What follows belongs to an exercise in optimizing a design on an open flow for small area, a short achievable clock period and few clock cycles; a production flow would make more cautious choices.
In this exercise RTL edits were held to simulation tests only and were not proved equivalent to the original.
No activity file was given, so power comes from the tool's default toggle rates.

File: flow/design.v
package isim_pkg;
   localparam int DEF_NUM_RULES  = 16;
   localparam int DEF_MAX_RANGES = 16;
   localparam int BAR_BITS       = 12;
   localparam int IDX_IN_W       = 4;
   localparam int WEIGHT_W       = 16;
   localparam int HAND_W         = 2;
   localparam int STATUS_W       = 3;
   localparam int COUNT_OUT_W    = 5;
   typedef enum logic [STATUS_W-1:0] {
      ST_CREATED  = 3'd0,
      ST_MERGED   = 3'd1,
      ST_ORDER    = 3'd2,
      ST_MISMATCH = 3'd3,
      ST_FULL     = 3'd4
   } status_type;
   typedef enum logic [2:0] {
      S_IDLE,
      S_META,
      S_SCAN,
      S_CHECK,
      S_MOVE,
      S_PLACE
   } state_type;
   typedef struct packed {
      logic wr_en;
      logic rd_en;
   } ram_ctl_type;
   function automatic integer addr_bits(input integer depth);
      addr_bits = (depth > 1) ? $clog2(depth) : 1;
   endfunction
endpackage
module interval_set_insert_merge_unit
#(
   parameter int NUM_RULES  = isim_pkg::DEF_NUM_RULES,
   parameter int MAX_RANGES = isim_pkg::DEF_MAX_RANGES
) (
   input  logic                   clock,
   input  logic                   reset,
   input  logic                   req_valid,
   output logic                   req_ready,
   input  logic [isim_pkg::IDX_IN_W-1:0]    req_rule_index,
   input  logic [isim_pkg::BAR_BITS-1:0]    req_start_bar,
   input  logic [isim_pkg::BAR_BITS-1:0]    req_end_bar,
   input  logic [isim_pkg::WEIGHT_W-1:0]    req_rule_weight,
   input  logic [isim_pkg::HAND_W-1:0]      req_hand_kind,
   output logic                   rsp_valid,
   input  logic                   rsp_ready,
   output logic [isim_pkg::STATUS_W-1:0]    rsp_status,
   output logic [isim_pkg::COUNT_OUT_W-1:0] rsp_range_count,
   output logic [isim_pkg::BAR_BITS-1:0]    rsp_merged_start,
   output logic [isim_pkg::BAR_BITS-1:0]    rsp_merged_end
);
   localparam int NR = 16;
   localparam int MR = 16;
   localparam int BW = isim_pkg::BAR_BITS;
   localparam int WW = isim_pkg::WEIGHT_W;
   localparam int HW = isim_pkg::HAND_W;
   localparam int RSP_W = 3 + 5 + 2 * BW;
   localparam int QD = 4;               
   logic [NR-1:0]                  created_q;
   logic [NR-1:0][WW-1:0]          w_q;
   logic [NR-1:0][HW-1:0]          h_q;
   logic [NR-1:0][MR-1:0]          v_q;
   logic [NR-1:0][MR-1:0][BW-1:0]  lo_q;
   logic [NR-1:0][MR-1:0][BW-1:0]  hi_q;
   logic          a_v;
   logic [3:0]    a_idx;
   logic [NR-1:0] a_oh;
   logic [BW-1:0] a_s, a_e;
   logic [WW-1:0] a_w;
   logic [HW-1:0] a_h;
   logic          b_v;
   logic [3:0]    b_idx;
   logic [BW-1:0] b_s, b_e;
   logic [WW-1:0] b_w;
   logic [HW-1:0] b_h;
   logic          b_order;
   logic          b_cr;
   logic [WW-1:0] b_rw;
   logic [HW-1:0] b_rh;
   logic [MR-1:0] b_rv;
   logic [MR-1:0][BW-1:0] b_lo, b_hi;
   logic          b_same_c, b_same_d;
   logic          c_v;
   logic [3:0]    c_idx;
   logic [WW-1:0] c_w;
   logic [HW-1:0] c_h;
   logic          c_order, c_cr, c_mism;
   logic [MR-1:0] c_vv, c_ovl;
   logic [BW-1:0] c_m_lo, c_m_hi;
   logic          d_wr;
   logic [3:0]    d_idx;
   logic [WW-1:0] d_w;
   logic [HW-1:0] d_h;
   logic [MR-1:0] d_nv, d_tgt;
   logic [BW-1:0] d_m_lo, d_m_hi;
   logic [4:0] occ;
   logic       accept, pop;
   assign req_ready = !occ[4];
   assign accept    = req_valid && !occ[4];
   always_ff @(posedge clock) begin
      if (reset) begin
         occ <= '0;
      end else if (accept && !pop) begin
         occ <= {occ[3:0], 1'b1};
      end else if (pop && !accept) begin
         occ <= {1'b0, occ[4:1]};
      end
   end
   always_ff @(posedge clock) begin
      if (reset) a_v <= 1'b0;
      else       a_v <= accept;
   end
   always_ff @(posedge clock) begin
      a_idx <= req_rule_index;
      for (int r = 0; r < NR; r++) a_oh[r] <= (req_rule_index == 4'(r));
      a_s   <= req_start_bar;
      a_e   <= req_end_bar;
      a_w   <= req_rule_weight;
      a_h   <= req_hand_kind;
   end
   logic          t_cr;
   logic [WW-1:0] t_w;
   logic [HW-1:0] t_h;
   logic [MR-1:0] t_v;
   logic [MR-1:0][BW-1:0] t_lo, t_hi;
   always_comb begin
      t_cr = 1'b0;
      t_w  = '0;
      t_h  = '0;
      t_v  = '0;
      t_lo = '0;
      t_hi = '0;
      for (int r = 0; r < NR; r++) begin
         t_cr = t_cr | (a_oh[r] & created_q[r]);
         t_w  = t_w  | ({WW{a_oh[r]}} & w_q[r]);
         t_h  = t_h  | ({HW{a_oh[r]}} & h_q[r]);
         t_v  = t_v  | ({MR{a_oh[r]}} & v_q[r]);
         t_lo = t_lo | ({MR*BW{a_oh[r]}} & lo_q[r]);
         t_hi = t_hi | ({MR*BW{a_oh[r]}} & hi_q[r]);
      end
   end
   always_ff @(posedge clock) begin
      if (reset) b_v <= 1'b0;
      else       b_v <= a_v;
   end
   always_ff @(posedge clock) begin
      b_idx    <= a_idx;
      b_s      <= a_s;
      b_e      <= a_e;
      b_w      <= a_w;
      b_h      <= a_h;
      b_order  <= a_s > a_e;
      b_cr     <= t_cr;
      b_rw     <= t_w;
      b_rh     <= t_h;
      b_rv     <= t_v;
      b_lo     <= t_lo;
      b_hi     <= t_hi;
      b_same_c <= b_v && (b_idx == a_idx);
      b_same_d <= c_v && (c_idx == a_idx);
   end
   logic [MR-1:0] c_keep, c_cand, c_tgt;
   logic          c_full, c_wr;
   assign c_keep = c_vv & ~c_ovl;
   assign c_cand = ~c_keep;
   assign c_tgt  = c_cand & (~c_cand + MR'(1));
   assign c_full = (&c_vv) && !(|c_ovl);
   assign c_wr   = c_v && !c_order && !(c_cr && (c_mism || c_full));
   logic          fc, fd;
   assign fc = c_wr && b_same_c;
   assign fd = d_wr && b_same_d;
   logic          e_cr;
   logic [WW-1:0] e_w;
   logic [HW-1:0] e_h;
   logic [MR-1:0] e_vv, use_c, use_d;
   always_comb begin
      e_cr  = b_cr || fc || fd;
      e_w   = fc ? c_w : fd ? d_w : b_rw;
      e_h   = fc ? c_h : fd ? d_h : b_rh;
      e_vv  = fc ? (c_keep | c_tgt) : fd ? d_nv : (b_cr ? b_rv : '0);
      use_c = fc ? c_tgt : '0;
      use_d = fd ? (d_tgt & ~use_c) : '0;
   end
   logic cm_ge, cm_le, cm_lt, cm_gt, dm_ge, dm_le, dm_lt, dm_gt;
   assign cm_ge = c_m_hi >= b_s;
   assign cm_le = c_m_lo <= b_e;
   assign cm_lt = c_m_lo <  b_s;
   assign cm_gt = c_m_hi >  b_e;
   assign dm_ge = d_m_hi >= b_s;
   assign dm_le = d_m_lo <= b_e;
   assign dm_lt = d_m_lo <  b_s;
   assign dm_gt = d_m_hi >  b_e;
   logic [MR-1:0] ovl, sl_t, sh_t, sl_c, sh_c, sl_d, sh_d;
   always_comb begin
      for (int j = 0; j < MR; j++) begin
         logic ge, le, lt, gt;
         ge = b_hi[j] >= b_s;
         le = b_lo[j] <= b_e;
         lt = b_lo[j] <  b_s;
         gt = b_hi[j] >  b_e;
         if (use_c[j])      ovl[j] = e_vv[j] && cm_ge && cm_le;
         else if (use_d[j]) ovl[j] = e_vv[j] && dm_ge && dm_le;
         else               ovl[j] = e_vv[j] && ge && le;
         sl_t[j] = ovl[j] && !use_c[j] && !use_d[j] && lt;
         sh_t[j] = ovl[j] && !use_c[j] && !use_d[j] && gt;
         sl_c[j] = ovl[j] && use_c[j] && cm_lt;
         sh_c[j] = ovl[j] && use_c[j] && cm_gt;
         sl_d[j] = ovl[j] && use_d[j] && dm_lt;
         sh_d[j] = ovl[j] && use_d[j] && dm_gt;
      end
   end
   logic [BW-1:0] or_lo, or_hi, m_lo, m_hi;
   always_comb begin
      or_lo = ({BW{|sl_c}} & c_m_lo) | ({BW{|sl_d}} & d_m_lo);
      or_hi = ({BW{|sh_c}} & c_m_hi) | ({BW{|sh_d}} & d_m_hi);
      for (int j = 0; j < MR; j++) begin
         or_lo = or_lo | ({BW{sl_t[j]}} & b_lo[j]);
         or_hi = or_hi | ({BW{sh_t[j]}} & b_hi[j]);
      end
      m_lo = (|{sl_t, sl_c, sl_d}) ? or_lo : b_s;
      m_hi = (|{sh_t, sh_c, sh_d}) ? or_hi : b_e;
   end
   always_ff @(posedge clock) begin
      if (reset) c_v <= 1'b0;
      else       c_v <= b_v;
   end
   always_ff @(posedge clock) begin
      c_idx   <= b_idx;
      c_w     <= b_w;
      c_h     <= b_h;
      c_order <= b_order;
      c_cr    <= e_cr;
      c_mism  <= (e_w != b_w) || (e_h != b_h);
      c_vv    <= e_cr ? e_vv : '0;
      c_ovl   <= ovl;
      c_m_lo  <= m_lo;
      c_m_hi  <= m_hi;
   end
   logic [NR-1:0] c_oh;
   always_comb begin
      for (int r = 0; r < NR; r++) c_oh[r] = (c_idx == 4'(r));
   end
   for (genvar r = 0; r < NR; r++) begin : g_rule
      logic wr_rule;
      assign wr_rule = c_wr && c_oh[r];
      always_ff @(posedge clock) begin
         if (wr_rule) begin
            w_q[r] <= c_w;
            h_q[r] <= c_h;
            v_q[r] <= c_keep | c_tgt;
         end
      end
      for (genvar j = 0; j < MR; j++) begin : g_slot
         always_ff @(posedge clock) begin
            if (wr_rule && c_tgt[j]) begin
               lo_q[r][j] <= c_m_lo;
               hi_q[r][j] <= c_m_hi;
            end
         end
      end
   end
   always_ff @(posedge clock) begin
      if (reset) begin
         created_q <= '0;
      end else if (c_wr) begin
         created_q <= created_q | c_oh;
      end
   end
   always_ff @(posedge clock) begin
      if (reset) d_wr <= 1'b0;
      else       d_wr <= c_wr;
   end
   always_ff @(posedge clock) begin
      d_idx  <= c_idx;
      d_w    <= c_w;
      d_h    <= c_h;
      d_nv   <= c_keep | c_tgt;
      d_tgt  <= c_tgt;
      d_m_lo <= c_m_lo;
      d_m_hi <= c_m_hi;
   end
   logic [4:0] held, kept;
   always_comb begin
      held = '0;
      kept = '0;
      for (int j = 0; j < MR; j++) begin
         held = held + 5'(c_vv[j]);
         kept = kept + 5'(c_keep[j]);
      end
   end
   logic [2:0]       st;
   logic [RSP_W-1:0] rsp_new;
   always_comb begin
      if (c_order)     st = isim_pkg::ST_ORDER;
      else if (!c_cr)  st = isim_pkg::ST_CREATED;
      else if (c_mism) st = isim_pkg::ST_MISMATCH;
      else if (c_full) st = isim_pkg::ST_FULL;
      else             st = isim_pkg::ST_MERGED;
      if (st == isim_pkg::ST_CREATED || st == isim_pkg::ST_MERGED)
         rsp_new = {st, kept + 5'd1, c_m_lo, c_m_hi};
      else
         rsp_new = {st, held, {BW{1'b0}}, {BW{1'b0}}};
   end
   logic                      hv;
   logic [RSP_W-1:0]          head_q;
   logic [QD-1:0][RSP_W-1:0]  fifo_q;
   logic [1:0]                rd_p, wr_p;
   logic [2:0]                f_cnt;
   logic                      f_empty, hload, f_pop, f_push;
   assign pop     = hv && rsp_ready;
   assign hload   = !hv || pop;
   assign f_empty = (f_cnt == 3'd0);
   assign f_pop   = hload && !f_empty;
   assign f_push  = c_v && !(hload && f_empty);
   always_ff @(posedge clock) begin
      if (reset) begin
         hv    <= 1'b0;
         rd_p  <= '0;
         wr_p  <= '0;
         f_cnt <= '0;
      end else begin
         if (hload) hv <= !f_empty || c_v;
         if (f_pop)  rd_p <= rd_p + 2'd1;
         if (f_push) wr_p <= wr_p + 2'd1;
         f_cnt <= f_cnt + 3'(f_push) - 3'(f_pop);
      end
   end
   always_ff @(posedge clock) begin
      if (hload) head_q <= f_empty ? rsp_new : fifo_q[rd_p];
      for (int i = 0; i < QD; i++) begin
         if (f_push && wr_p == 2'(i)) fifo_q[i] <= rsp_new;
      end
   end
   assign rsp_valid = hv;
   assign {rsp_status, rsp_range_count, rsp_merged_start, rsp_merged_end} = head_q;
endmodule
File: flow/run.sh
#!/bin/bash
# synth_recipe.tcl (not shown) runs the flow's synth.tcl, then flattens the netlist and writes it again
# the make line also repeats each setting of config.mk as NAME=value (left out here)
make -C /OpenROAD-flow-scripts/flow DESIGN_CONFIG=/design/flow/config.mk WORK_HOME=/design/flow/orfs CLKGATE_MAP_FILE= SYNTH_SCRIPT=/design/flow/synth_recipe.tcl finish
File: flow/config.mk
export PLATFORM = sky130hd
export DESIGN_NAME = interval_set_insert_merge_unit
export DESIGN_NICKNAME = interval_set_insert_merge_unit
export VERILOG_FILES = /design/flow/design.v
export SDC_FILE = /design/flow/constraint.sdc
export NUM_CORES = 4
export LEC_CHECK = 0
export CAP_MARGIN = 20
export CORE_MARGIN = 2
export CORE_UTILIZATION = 30
export PLACE_DENSITY = 0.45
export SLEW_MARGIN = 20
export SYNTH_MEMORY_MAX_BITS = 16384
File: flow/constraint.sdc
create_clock -name core_clock -period 12.0 [get_ports {clock}]
set_input_delay 2.4000 -clock core_clock [delete_from_list [all_inputs] [get_ports {clock}]]
set_output_delay 2.4000 -clock core_clock [all_outputs]
set_load 0.01 [all_outputs]
==> flow_metrics.env, run 1 <==
export IMPL_clock_fmax_mhz=180
export IMPL_worstSetupEndpointType="register"
export IMPL_cp_slowest_cell="mux2i_1"
export IMPL_fp_dieH_um=974
export IMPL_hpwlAfterDp_mm=628
export IMPL_cts_resized=0
export IMPL_hold_buffers=0
export IMPL_tritoncts="built"
export IMPL_slew_headroom_pct=11.5
export IMPL_drtIter0Drc=19700
export IMPL_htree_levels=6
export IMPL_hold_violations=0
export IMPL_clk_latency_ns=1.20
export IMPL_worstPathMaxFanout=29
export IMPL_path_common_cell="buf_4"
export IMPL_grt_pass1_vias=162000
export IMPL_cpPeakStageDelay_ns=0.95
export IMPL_min_path_type="reg -> reg"
export IMPL_finalCritPeriodShare_pct=46.4
export IMPL_worst_setup_path_type="reg -> reg"
export IMPL_reg2reg_to="c_m_lo[8]"
export IMPL_worstHoldStart="a_w[14]"
export IMPL_die_w_um=974
export IMPL_drive_gt1_share_pct=12.6
export IMPL_tightest_slew_ns=1.33
export IMPL_grt_ovfl_total=0
export IMPL_tns_ns=0
export IMPL_r2r_start="c_vv[0]"
export IMPL_endpoint="c_m_lo[8]"
export IMPL_die_area_mm2=0.950
export IMPL_ys_flop_type="edfxtp_1"
export IMPL_period_needed_ns=5.57
export IMPL_final_nets=17400
export IMPL_crit_cells=15
export IMPL_rows=356
export IMPL_core_area_mm2=0.939
export IMPL_async_flop_share_pct=0
export IMPL_ys_ff_latch=7549
export IMPL_flow_area_growth_from_synthesis_pct=16.4
export IMPL_holdPathStages=0
export IMPL_grt_max_degree=179
export IMPL_ys_types=91
export IMPL_final_cell_mix="edfxtp_1, a22o_1, a221oi_1"
export IMPL_grt_pass1_wl_mm=1460
export IMPL_cts_sinks=7549
export IMPL_place_congestion=0.955
export IMPL_crit_buf_inv=4
export IMPL_power_leakage_nw=105
export IMPL_vias=169000
export IMPL_yosysSeqAreaShare_pct=77.7
export IMPL_drt_first_pass_iters=7
export IMPL_power_density_mw_per_mm2=173
export IMPL_drt_wl_total_mm=1080
export IMPL_post_drt_wl_per_cell_um=36.6
export IMPL_gr_usage_all_layers_pct=21.9
export IMPL_clkSlewWorstSetupHoldPaths_ns=0.06
export IMPL_avgSynthCellArea_um2=17.8
export IMPL_cts_root_buf="clkbuf_16"
export IMPL_multiInputGateArea_mm2=0.0611
export IMPL_drc_errors=0
export IMPL_start_util_pct=30.1
export IMPL_syn_cell_area_mm2=0.283
export IMPL_startpoint="c_vv[0]"
export IMPL_ant_nets=0
export IMPL_io_buffers=83
export IMPL_vias_per_cell=5.69
export IMPL_rr_worst_depth=15
export IMPL_cp_top_family="simple AND/OR/NAND/NOR gates"
export IMPL_fin_worst_skew_ns=0.0699
export IMPL_fill_cells=88200
export IMPL_hold_ws_ns=0.325
export IMPL_seqCellArea_mm2=0.220
export IMPL_io_pins=84
export IMPL_postCtsSetupBuffers=0
export IMPL_status="complete, no violations"
export IMPL_required_ns=13.07
export IMPL_cts_made_buffers=782
export IMPL_netlist_instances=15800
export IMPL_grt_setup_unrepaired="false"
export IMPL_antenna_found_initial=85
export IMPL_mostFrequentLayoutCell="edfxtp_1"
export IMPL_regToRegSetupSlack_ns=6.43
export IMPL_ir_drop_mv=0.181
export IMPL_drv_cap=0
export IMPL_finalMaxSlewViolations=0
export IMPL_clockBufferDepth=4
export IMPL_start_kind="register"
export IMPL_critPathArrivalTime_ns=6.64
export IMPL_synth_warning_count=1
export IMPL_finalSetupViolations=0
export IMPL_synth_edff_count=6832
export IMPL_crit_chain="ha_1 > or3b_4 > nor4_4 > nand3_1 > buf_4 > nand2_4 > buf_4 > mux2i_1 > nor4_2 > buf_4 > nor4_1 > nand4b_1 > buf_4 > a211o_1 > a41oi_1"
export IMPL_synth_nets=16800
worst reg2reg max path, cell delays in order, from the launching register on:
cell	delay (ns)
dfxtp_1	0.41
ha_1	0.19
or3b_4	0.39
nor4_4	0.24
nand3_1	0.12
buf_4	0.28
nand2_4	0.36
buf_4	0.55
mux2i_1	0.95
nor4_2	0.09
buf_4	0.25
nor4_1	0.46
nand4b_1	0.15
buf_4	0.23
a211o_1	0.53
a41oi_1	0.27
worst min-delay path by stage:
stage	to
finish	b_w[14]
global placement	b_w[14]
detailed placement	b_w[10]
CTS	b_w[14]
global route	b_w[14]
floorplan	b_h[0]
cells by family after synthesis:
group,count (synthesis),synth area share [%]
DFF,7549,77.7
AOI/OAI and AO/OA,4463,13.1
muxes,66,0.388
and+or+nand+nor,1720,3.24
adders and majority gates,897,4.03
buffers and inverters,1116,1.49
xor gates and xnor gates,35,0.108
Yosys cell counts (12+ instances only):
master	number	area [um^2]
a2111o_1	14	158
a2111oi_0	23	201
a211o_1	17	149
a211oi_1	57	428
a21boi_0	12	90.1
a21o_1	89	668
a21oi_1	298	1490
a221o_1	12	120
a221oi_1	1709	15000
a222oi_1	22	220
a22o_1	1711	15000
a22oi_1	47	353
a31oi_1	30	188
a32o_1	13	130
a41oi_1	12	105
and2_1	18	113
and3_1	62	388
and4_1	15	131
buf_1	56	210
clkbuf_1	828	3110
dfxtp_1	717	14400
edfxtp_1	6832	205000
fa_1	21	420
ha_1	876	11000
inv_1	218	818
mux2_2	29	327
mux4_2	32	721
nand2_1	259	972
nand2b_1	53	332
nand3_1	75	375
nand4_1	566	3540
nor2_1	419	1570
nor2b_1	59	369
nor3_1	73	365
nor4_1	32	200
o2111ai_1	27	236
o211ai_1	41	308
o21a_1	40	300
o21ai_0	193	966
or3_1	20	125
or4_1	12	90.1
xnor2_1	26	228
where the power goes:
group / total [W] / internal, W / switching (W)
clock: 0.0238 / 0.0132 / 0.0106
combinational: 0.00324 / 0.00110 / 0.00214
sequential: 0.0299 / 0.0290 / 0.000873
total: 0.0569 / 0.0433 / 0.0136
per-stage QoR:
stage | cells | setup slack, ns | instance area, um^2 | util (%) | power, W
after floorplan | 15800 | 5.64 | 283000 | - | 0.0316
after global placement | 28100 | 6.49 | 303000 | 32.2 | 0.0336
after detailed placement | 28100 | 6.53 | 304000 | 32.3 | 0.0336
after CTS | 29600 | 6.56 | 329000 | 35.0 | 0.0573
after global routing | 29600 | 6.28 | 329000 | 35.0 | 0.0585
final | 29600 | 6.43 | 329000 | 35.0 | 0.0569
sequential cells by signal (all words and copies together) (netlist names), 32 cells and up:
signal / flops
b_hi: 192
v_q: 240
lo_q: 3072
hi_q: 3072
fifo_q: 128
head_q: 32
b_lo: 192
h_q: 32
w_q: 256
layer usage:
layer | wire (um) | part of all wire, % | vias up | track usage [%]
met3 | 70200 | 6.5 | 1449 | 3.12
met2 | 504000 | 47 | 6732 | 35.4
met5 | 92 | 0.0085 | - | 0
met1 | 475000 | 44 | 92000 | 31.0
met4 | 33600 | 3.1 | 14 | 6.02
li1 | - | - | 68500 | -
layout make-up:
type / count / share of cell area, %
repair buffers: 671 / 1.99
diodes: 48 / 0.0365
well taps: 12500 / 4.77
clock inverters: 334 / 0.992
clock buffers: 1100 / 6.59
inverters: 219 / 0.258
multi-input cells: 7181 / 18.6
flip-flops and latches: 7549 / 66.8
Testbench counts, summed over its fixed seeds: cycles 9,632.
==> inputs of run 2 (changes only) <==
--- a/flow/config.mk
+++ b/flow/config.mk
@@ -10,4 +10,5 @@
 export CORE_UTILIZATION = 30
 export PLACE_DENSITY = 0.45
+export SETUP_SLACK_MARGIN = 5
 export SLEW_MARGIN = 20
 export SYNTH_MEMORY_MAX_BITS = 16384
==> flow_metrics.env, run 2 <==
export IMPL_status="complete, no violations"
export IMPL_drtIter0Drc=19700
export IMPL_clock_fmax_mhz=180
export IMPL_required_ns=13.07
export IMPL_fin_ws_ns=6.43
export IMPL_place_congestion=0.955
export IMPL_cpPeakStageDelay_ns=0.95
export IMPL_clk_latency_ns=1.20
export IMPL_async_flop_share_pct=0
export IMPL_synth_compound_area_share_pct=13.1
export IMPL_grt_setup_unrepaired="false"
export IMPL_yosysTopAreaCell="edfxtp_1"
export IMPL_core_area_mm2=0.939
export IMPL_cp_top_family="simple AND/OR/NAND/NOR gates"
export IMPL_netlist_top_cells_count="edfxtp_1, a22o_1, a221oi_1"
export IMPL_min_path_type="reg -> reg"
export IMPL_drc_errors=0
export IMPL_tightest_slew_ns=1.33
export IMPL_drt_first_pass_iters=7
export IMPL_syn_cell_area_mm2=0.283
export IMPL_final_nets=17400
export IMPL_critPathArrivalTime_ns=6.64
export IMPL_grt_pass1_wl_mm=1460
export IMPL_reg_top3="hi_q: 3072 flops, lo_q: 3072 flops, w_q: 256 flops"
export IMPL_grt_max_degree=179
export IMPL_pre_cts_ws_ns=6.53
export IMPL_finalSetupViolations=0
export IMPL_crit_cells=15
export IMPL_antenna_found_initial=85
export IMPL_clockBufferDepth=4
export IMPL_finalMaxSlewViolations=0
export IMPL_postCtsSetupBuffers=0
export IMPL_hold_violations=0
export IMPL_grt_ovfl_total=0
export IMPL_synth_nets=16800
export IMPL_worstPathMaxFanout=29
export IMPL_htree_levels=6
export IMPL_die_w_um=974
export IMPL_finalCritPeriodShare_pct=46.4
export IMPL_p_int_w=0.0433
export IMPL_clkSlewWorstSetupHoldPaths_ns=0.06
export IMPL_fin_worst_skew_ns=0.0699
export IMPL_combPwrFrac_pct=5.7
export IMPL_synth_edff_count=6832
export IMPL_power_density_mw_per_mm2=173
export IMPL_drive_gt1_share_pct=12.6
export IMPL_drt_wl_total_mm=1080
export IMPL_start_kind="register"
export IMPL_post_drt_wl_per_cell_um=36.6
export IMPL_cts_sinks=7549
export IMPL_ir_drop_mv=0.181
export IMPL_worst_setup_path_type="reg -> reg"
export IMPL_ys_flop_type="edfxtp_1"
export IMPL_tns_ns=0
export IMPL_ys_types=91
export IMPL_hpwlAfterDp_mm=628
export IMPL_pwr_share_clk_pct=41.8
export IMPL_gr_usage_all_layers_pct=21.9
export IMPL_vias_per_cell=5.69
export IMPL_drv_cap=0
export IMPL_holdPathStages=0
export IMPL_io_buffers=83
export IMPL_sw_frac_of_total_pct=23.9
export IMPL_yosysTopAreaCellShare_pct=72.6
export IMPL_yosysSeqAreaShare_pct=77.7
export IMPL_p_sw_w=0.0136
export IMPL_rows=356
export IMPL_cts_root_buf="clkbuf_16"
export IMPL_power_leakage_nw=105
export IMPL_crit_buf_inv=4
export IMPL_io_pins=84
export IMPL_crit_chain="ha_1 > or3b_4 > nor4_4 > nand3_1 > buf_4 > nand2_4 > buf_4 > mux2i_1 > nor4_2 > buf_4 > nor4_1 > nand4b_1 > buf_4 > a211o_1 > a41oi_1"
export IMPL_p_seq_share_pct=52.5
export IMPL_flow_area_growth_from_synthesis_pct=16.4
export IMPL_netlist_instances=15800
export IMPL_synth_top_family_by_area="compound AO/OA/AOI/OAI gates"
export IMPL_slew_headroom_pct=11.5
export IMPL_grt_pass1_vias=162000
export IMPL_ant_nets=0
export IMPL_synth_area_top_cells="edfxtp_1, a22o_1, a221oi_1"
export IMPL_vias=169000
export IMPL_start_util_pct=30.1
export IMPL_cp_slowest_cell="mux2i_1"
export IMPL_rr_worst_depth=15
export IMPL_final_cell_mix="edfxtp_1, a22o_1, a221oi_1"
export IMPL_path_common_cell="buf_4"
export IMPL_synth_xor_area_share_pct=0.108
export IMPL_period_needed_ns=5.57
export IMPL_fp_dieH_um=974
export IMPL_hold_buffers=0
export IMPL_tritoncts="built"
export IMPL_avgSynthCellArea_um2=17.8
export IMPL_cts_resized=0
export IMPL_worstSetupEndpointType="register"
export IMPL_die_area_mm2=0.950
export IMPL_synth_adder_area_share_pct=4.03
export IMPL_ys_ff_latch=7549
export IMPL_mostFrequentLayoutCell="edfxtp_1"
export IMPL_cts_made_buffers=782
export IMPL_yosysMostFrequentCell="edfxtp_1"
export IMPL_synth_warning_count=1
export IMPL_synth_area_mux_share_pct=0.388
export IMPL_synth_simple_area_share_pct=3.24
[run 2: cell counts after synthesis]
No cell type changed its count.
[run 2: logic make-up after synthesis]
kind of cell | after synthesis
AND/OR/NAND/NOR | 1720
flip-flops | 7549
AO/OA/AOI/OAI | 4463
multiplexers | 66
XOR/XNOR | 35
buffers and inverters | 1116
adder cells (fa/ha/maj) | 897
[run 2: stage by stage]
| stage | hold WS, ns | cells | power [W] | instance area, um^2 | util (%) |
|---|---|---|---|---|---|
| global placement | 0.318 | 28100 | 0.0336 | 303000 | 32.2 |
| floorplan | 0.310 | 15800 | 0.0316 | 283000 | - |
| CTS | 0.326 | 29600 | 0.0573 | 329000 | 35.0 |
| detailed placement | 0.317 | 28100 | 0.0336 | 304000 | 32.3 |
| finish | 0.325 | 29600 | 0.0569 | 329000 | 35.0 |
| global route | 0.332 | 29600 | 0.0585 | 329000 | 35.0 |
[run 2: area by class of cell]
type,instances,area [um^2]
diodes,48,120
clock buffers,1100,21700
clock inverters,334,3260
fillers,88200,610000
inverters,219,850
multi-input cells,7181,61100
flip-flops and latches,7549,220000
well taps,12500,15700
repair buffers,671,6540
[run 2: power by group through the flow]
stage,Sequential (W),Clock [W],Combinational (W)
5_1_grt,0.0298,0.0252,0.00348
2_1_floorplan,0.0300,0,0.00161
3_5_place_dp,0.0304,0,0.00321
6_report,0.0299,0.0238,0.00324
4_1_cts,0.0299,0.0242,0.00323
3_3_place_gp,0.0304,0,0.00318
[run 2: path summary, 6_finish.rpt]
| kind | startpoint | to | slack [ns] |
|---|---|---|---|
| max | c_vv[0] | c_m_lo[8] | 6.43 |
| min | a_w[14] | b_w[14] | 0.32 |
| max reg2reg | c_vv[0] | c_m_lo[8] | 6.43 |
| min reg2reg | a_w[14] | b_w[14] | 0.32 |
[run 2: routing by layer]
layer  global-route usage, %  part of all wire, %  vias to the layer above  routed length, um
met3                    3.12                  6.5                     1449              70200
met4                    6.02                  3.1                       14              33600
met5                       0               0.0085                        -                 92
met1                    31.0                   44                    92000             475000
met2                    35.4                   47                     6732             504000
li1                        -                    -                    68500                  -
[run 2: worst reg2reg max path, delay by kind of cell (launching register included)]
family                   cells  cell delay (ns)
flip-flops                   1             0.41
buffers and inverters        4             1.31
adder cells (fa/ha/maj)      1             0.19
AO/OA/AOI/OAI                2             0.80
multiplexers                 1             0.95
AND/OR/NAND/NOR              7             1.81

-- separate check: timing with driven ports --
How much do the figures lean on ideal ports? The routed layouts below were timed once more, with nothing changed but the port constraints. Step 1, drivers: a clkbuf_16 drives clock and a buf_2 each remaining input, both assumed. Step 2 also shifts input and output timing later by t, the mid clock arrival at the registers, as if the neighbouring blocks saw the same clock. Three values: no drivers, after step 1, after step 2; two values: the first two.
run	shift t [ns]	setup WS [ns]	hold slack, ns	worst register clock-pin slew, ns
run 1	1.329	6.434 / 6.434 / 6.434	0.325 / 0.325 / 0.325	0.08 / 0.08
run 2	1.329	6.434 / 6.434 / 6.434	0.325 / 0.325 / 0.325	0.08 / 0.08
After both steps every run listed still meets setup and hold.
